Context: an optimization exercise on an open-source flow, tuned for small area, a short achievable clock period and few clock cycles per item. The choices shown serve that exercise and are no tape-out recipe.
The RTL was checked by simulation tests, not by an equivalence proof against the original design.
Power is estimated from default activity; no workload was simulated.

job 2889:
==> flow/design.v (excerpt) <==
module set_assoc_cache_hit_miss_top (
    input  logic                           i_clk,
    input  logic                           i_rst_n,
    input  logic                           i_cfg_we,
    input  logic [sac_pkg::CFG_IDX_W-1:0]  i_cfg_index,
    input  logic [sac_pkg::CFG_DATA_W-1:0] i_cfg_data,
    input  logic                           start,
    output logic                           busy,
    input  logic [sac_pkg::ADDR_W-1:0]     i_address,
    output logic                           o_result_valid,
    output logic                           o_hit,
    output logic [sac_pkg::SET_W-1:0]      o_set_index,
    output logic [sac_pkg::TAG_W-1:0]      o_tag_value,
    output logic [sac_pkg::WAY_W-1:0]      o_way_used,
    output logic [sac_pkg::CNT_W-1:0]      o_hit_count,
    output logic [sac_pkg::CNT_W-1:0]      o_miss_count
);
    localparam int ADDR_W = sac_pkg::ADDR_W;
    localparam int SET_W  = sac_pkg::SET_W;
    localparam int TAG_W  = sac_pkg::TAG_W;
    localparam int WAY_W  = sac_pkg::WAY_W;
    localparam int CNT_W  = sac_pkg::CNT_W;
    localparam int NS     = sac_pkg::NUM_SETS;
    localparam int NW     = sac_pkg::NUM_WAYS;
    localparam int RW     = sac_pkg::RANK_W;
    localparam int ROW_W  = NW * (TAG_W + RW + 1);
    logic [4:0] cfg_addr_bits;
    logic [2:0] cfg_set_bits;
    logic [1:0] cfg_way_bits;
  ...
clock: 13.0 ns
lec_check: 0
cap_margin: 20
core_margin: 2
core_utilization: 40
cts_buf_list: sky130_fd_sc_hd__clkbuf_8
slew_margin: 20
standard.sh (not shown) runs the stock make flow with config.mk's settings and CLKGATE_MAP_FILE= SYNTH_SCRIPT=/design/flow/synth_recipe.tcl, a recipe that flattens the netlist after the stock synthesis.
==> flow/flow/run.sh <==
#!/bin/bash
# The standard layout, with the timing repair steps aiming for a setup slack of
# SETUP_SLACK_MARGIN ns at the design's clock period (the constraints are unchanged).
set -euo pipefail
bash standard.sh SETUP_SLACK_MARGIN=9 finish > flow_make.log 2>&1
Job 2889 finished every step from synthesis to the final layout, and the layout passed the timing, DRC and antenna checks.
Testbench counts of job 2889, summed over its fixed seeds: cycles 48,432, items 48,000.
Here is what was changed in the inputs of job 8623 compared with job 2889.
- CTS_BUF_LIST no longer set, was sky130_fd_sc_hd__clkbuf_8
- CTS_CLUSTER_DIAMETER now 135, previously not set
- CTS_CLUSTER_SIZE now 27, previously not set
==> comparison <==
- Summary of job 8623 over job 2889: wire length on met3 fell by 7.3%; number of antenna violations at the first check in global routing moved up.
- Final area, job 2889 and job 8623: higher on job 2889
- Against job 2889 as the reference, job 8623 delivers a lower power per cell area.
- Share of total power in the clock network ends up lower on job 8623.
- Detailed-route via count (higher): job 2889
Input changes introduced in job 2165 (baseline for comparison: job 8623):
- CTS_CLUSTER_SIZE removed (was 27)
- CTS_CLUSTER_DIAMETER removed (was 135)
- CORE_UTILIZATION changed from 40 to 60
==> run notes <==
Between job 2165 and job 8623, it is job 2165 whose worst setup slack is higher, by 0.047 ns.
Job 2165 vs job 8623 on switching power share of the total: job 2165 is the lower one.
[job 2165] post-detailed-routing wire length fell 0.94% relative to job 8623
Looking at critical path data arrival time, job 2165 sits below job 8623.
On minimum setup slack after placement, job 2165 does better than job 8623.
Changes observed in job 2165 relative to job 8623: placed standard-cell area lost 1.3%, final critical path time including I/O delays and setup lost 0.047 ns.
--- input diff job 2165..job 6579 ---
- setting CTS_CLUSTER_DIAMETER to 135 for the first time
- setting CTS_CLUSTER_SIZE to 27 for the first time
- changing CORE_UTILIZATION from 60 to 40
-- flow/flow/run.sh --
<<< job 2165, line 4
set -euo pipefail
bash standard.sh SETUP_SLACK_MARGIN=9 finish > flow_make.log 2>&1
>>> job 6579, line 4
set -euo pipefail
bash standard.sh SETUP_SLACK_MARGIN=9.3 finish > flow_make.log 2>&1
--- outcome ---
Relative to job 2165, data arrival at the endpoint of the critical path has decreased by 3.47 ns in job 6579. Share of the clock period used by the worst path: job 6579 < job 2165. Job 6579 vs job 2165: maximum frequency up. Count of cell instances traversed by the critical path | job 6579 below job 2165. Of job 6579 and job 2165, job 2165 shows the higher worst path buffer plus inverter count, with job 6579 below it. Portion of total power attributed to the clock network (job 6579 over job 2165): decrease, 13 points. The sequential group share of total power in job 6579 sits 11 points above the value recorded for job 2165. In job 6579 the area taken by multi-input logic gates turned out about 1.7% higher than in job 2165. Summary — power density over the cells, job 6579 relative to job 2165: lower, by about 16%.
#### Input delta (job 6278 over job 6579)
- a deleted CTS_CLUSTER_DIAMETER that had been 135
- a deleted CTS_CLUSTER_SIZE that had been 27
-- flow/flow/run.sh --
<<< job 6579, line 4
set -euo pipefail
bash standard.sh SETUP_SLACK_MARGIN=9.3 finish > flow_make.log 2>&1
>>> job 6278, line 4
set -euo pipefail
bash standard.sh SETUP_SLACK_MARGIN=8.85 finish > flow_make.log 2>&1
--- outcome ---
Share of the clock period used by the worst path after layout | job 6278 above job 6579. Final total power ends up higher on job 6278. Looking at slowest stage cell on the critical path, the sky130_fd_sc_hd__dfxtp_4 result is from job 6579; the sky130_fd_sc_hd__dfxtp_1 one comes from job 6278. Job 6579 → job 6278: combinational fraction of design power lost 2.2 points; internal power of the cells shows an increase of 3000 uW; number of DRC markers in iteration 0 went up. Compared with job 6579, in job 6278 depth of the critical timing path with buffers and inverters included went up; post-route cell area increased by 3.4% relative to the old numbers; maximum fanout encountered on the critical timing path higher; detailed route wirelength on metal3 went up 3.9 mm; clock power share +14 points.

Starting RTL as in the previous note.
==> flow/config.mk <==
export PLATFORM = sky130hd
export DESIGN_NAME = set_assoc_cache_hit_miss_top
export DESIGN_NICKNAME = set_assoc_cache_hit_miss_top
export VERILOG_FILES = /design/flow/design.v
export SDC_FILE = /design/flow/constraint.sdc
export NUM_CORES = 4
export LEC_CHECK = 0
export CAP_MARGIN = 20
export CORE_MARGIN = 2
export CORE_UTILIZATION = 40
export CTS_CLUSTER_DIAMETER = 135
export CTS_CLUSTER_SIZE = 27
export SLEW_MARGIN = 20
==> flow/constraint.sdc <==
create_clock -name core_clock -period 13.0 [get_ports {i_clk}]
set_input_delay 2.6000 -clock core_clock [delete_from_list [all_inputs] [get_ports {i_clk}]]
set_output_delay 2.6000 -clock core_clock [all_outputs]
set_load 0.01 [all_outputs]
==> flow/flow/run.sh <==
#!/bin/bash
# The standard layout, with the timing repair steps aiming for a setup slack of
# SETUP_SLACK_MARGIN ns at the design's clock period (the constraints are unchanged).
set -euo pipefail
bash standard.sh SETUP_SLACK_MARGIN=9.6 finish > flow_make.log 2>&1
Testbench counts at the start, summed over its fixed seeds: cycles 48,432, items 48,000.
==> next run, changes <==
--- a/flow/flow/run.sh
+++ b/flow/flow/run.sh
@@ -5 +5 @@
-bash standard.sh SETUP_SLACK_MARGIN=9.6 finish > flow_make.log 2>&1
+bash standard.sh SETUP_SLACK_MARGIN=9 finish > flow_make.log 2>&1
CTS_CLUSTER_DIAMETER = 120   (was 135)
CTS_CLUSTER_SIZE = 24   (was 27)
Count of clock-buffer cells in the layout rose by 10.
Synthesized cell count is unchanged.
First-iteration DRC count is lower by 3.5%.
Maximum frequency decreases by 6.2%.
Die area stays the same.
Synthesized area is unchanged.
Sequential share of layout area came out higher by 1.7 points.

-- re-timing with driven ports --
The flow's constraints put no driver on any port. The routed layouts listed below were extracted and timed again, unchanged, in two steps.
Step 1 (the two cells are an assumption about what drives the block):
set clk [get_ports {i_clk}]
set_driving_cell -lib_cell sky130_fd_sc_hd__clkbuf_16 $clk
set_driving_cell -lib_cell sky130_fd_sc_hd__buf_2 [delete_from_list [all_inputs] $clk]
Step 2 times the ports against the registers' clock, not the clock port: input delays grow and output delays shrink by t, the midpoint of the rising clock arrivals with the driver on.
Slacks: ideal / step 1 / step 2; pairs: ideal / step 1.
| run | t, ns | setup slack, ns | worst setup path at the end | worst register clock-pin slew, ns |
|---|---|---|---|---|
| job 2889 | 1.143 | 8.801 / 8.715 / 7.917 | input to register | 0.07 / 0.07 |
| job 8623 | 0.922 | 8.874 / 8.874 / 8.142 | input to register | 0.12 / 0.12 |
| job 2165 | 1.000 | 8.921 / 8.934 / 7.993 | input to register | 0.08 / 0.08 |
| job 6579 | 0.910 | 9.037 / 8.944 / 8.266 | input to register | 0.11 / 0.11 |
| job 6278 | 0.998 | 8.672 / 8.672 / 7.918 | input to register | 0.07 / 0.07 |
| the first run of note 2 | 0.891 | 9.097 / 9.008 / 8.326 | input to register | 0.12 / 0.12 |
| the second run of note 2 | 0.931 | 8.838 / 8.838 / 8.182 | input to register | 0.10 / 0.10 |
After both steps every run listed still meets setup and hold. For job 2165, which loses most, drivers alone change the setup slack by +0.013 ns; drivers and shift together by -0.928 ns.
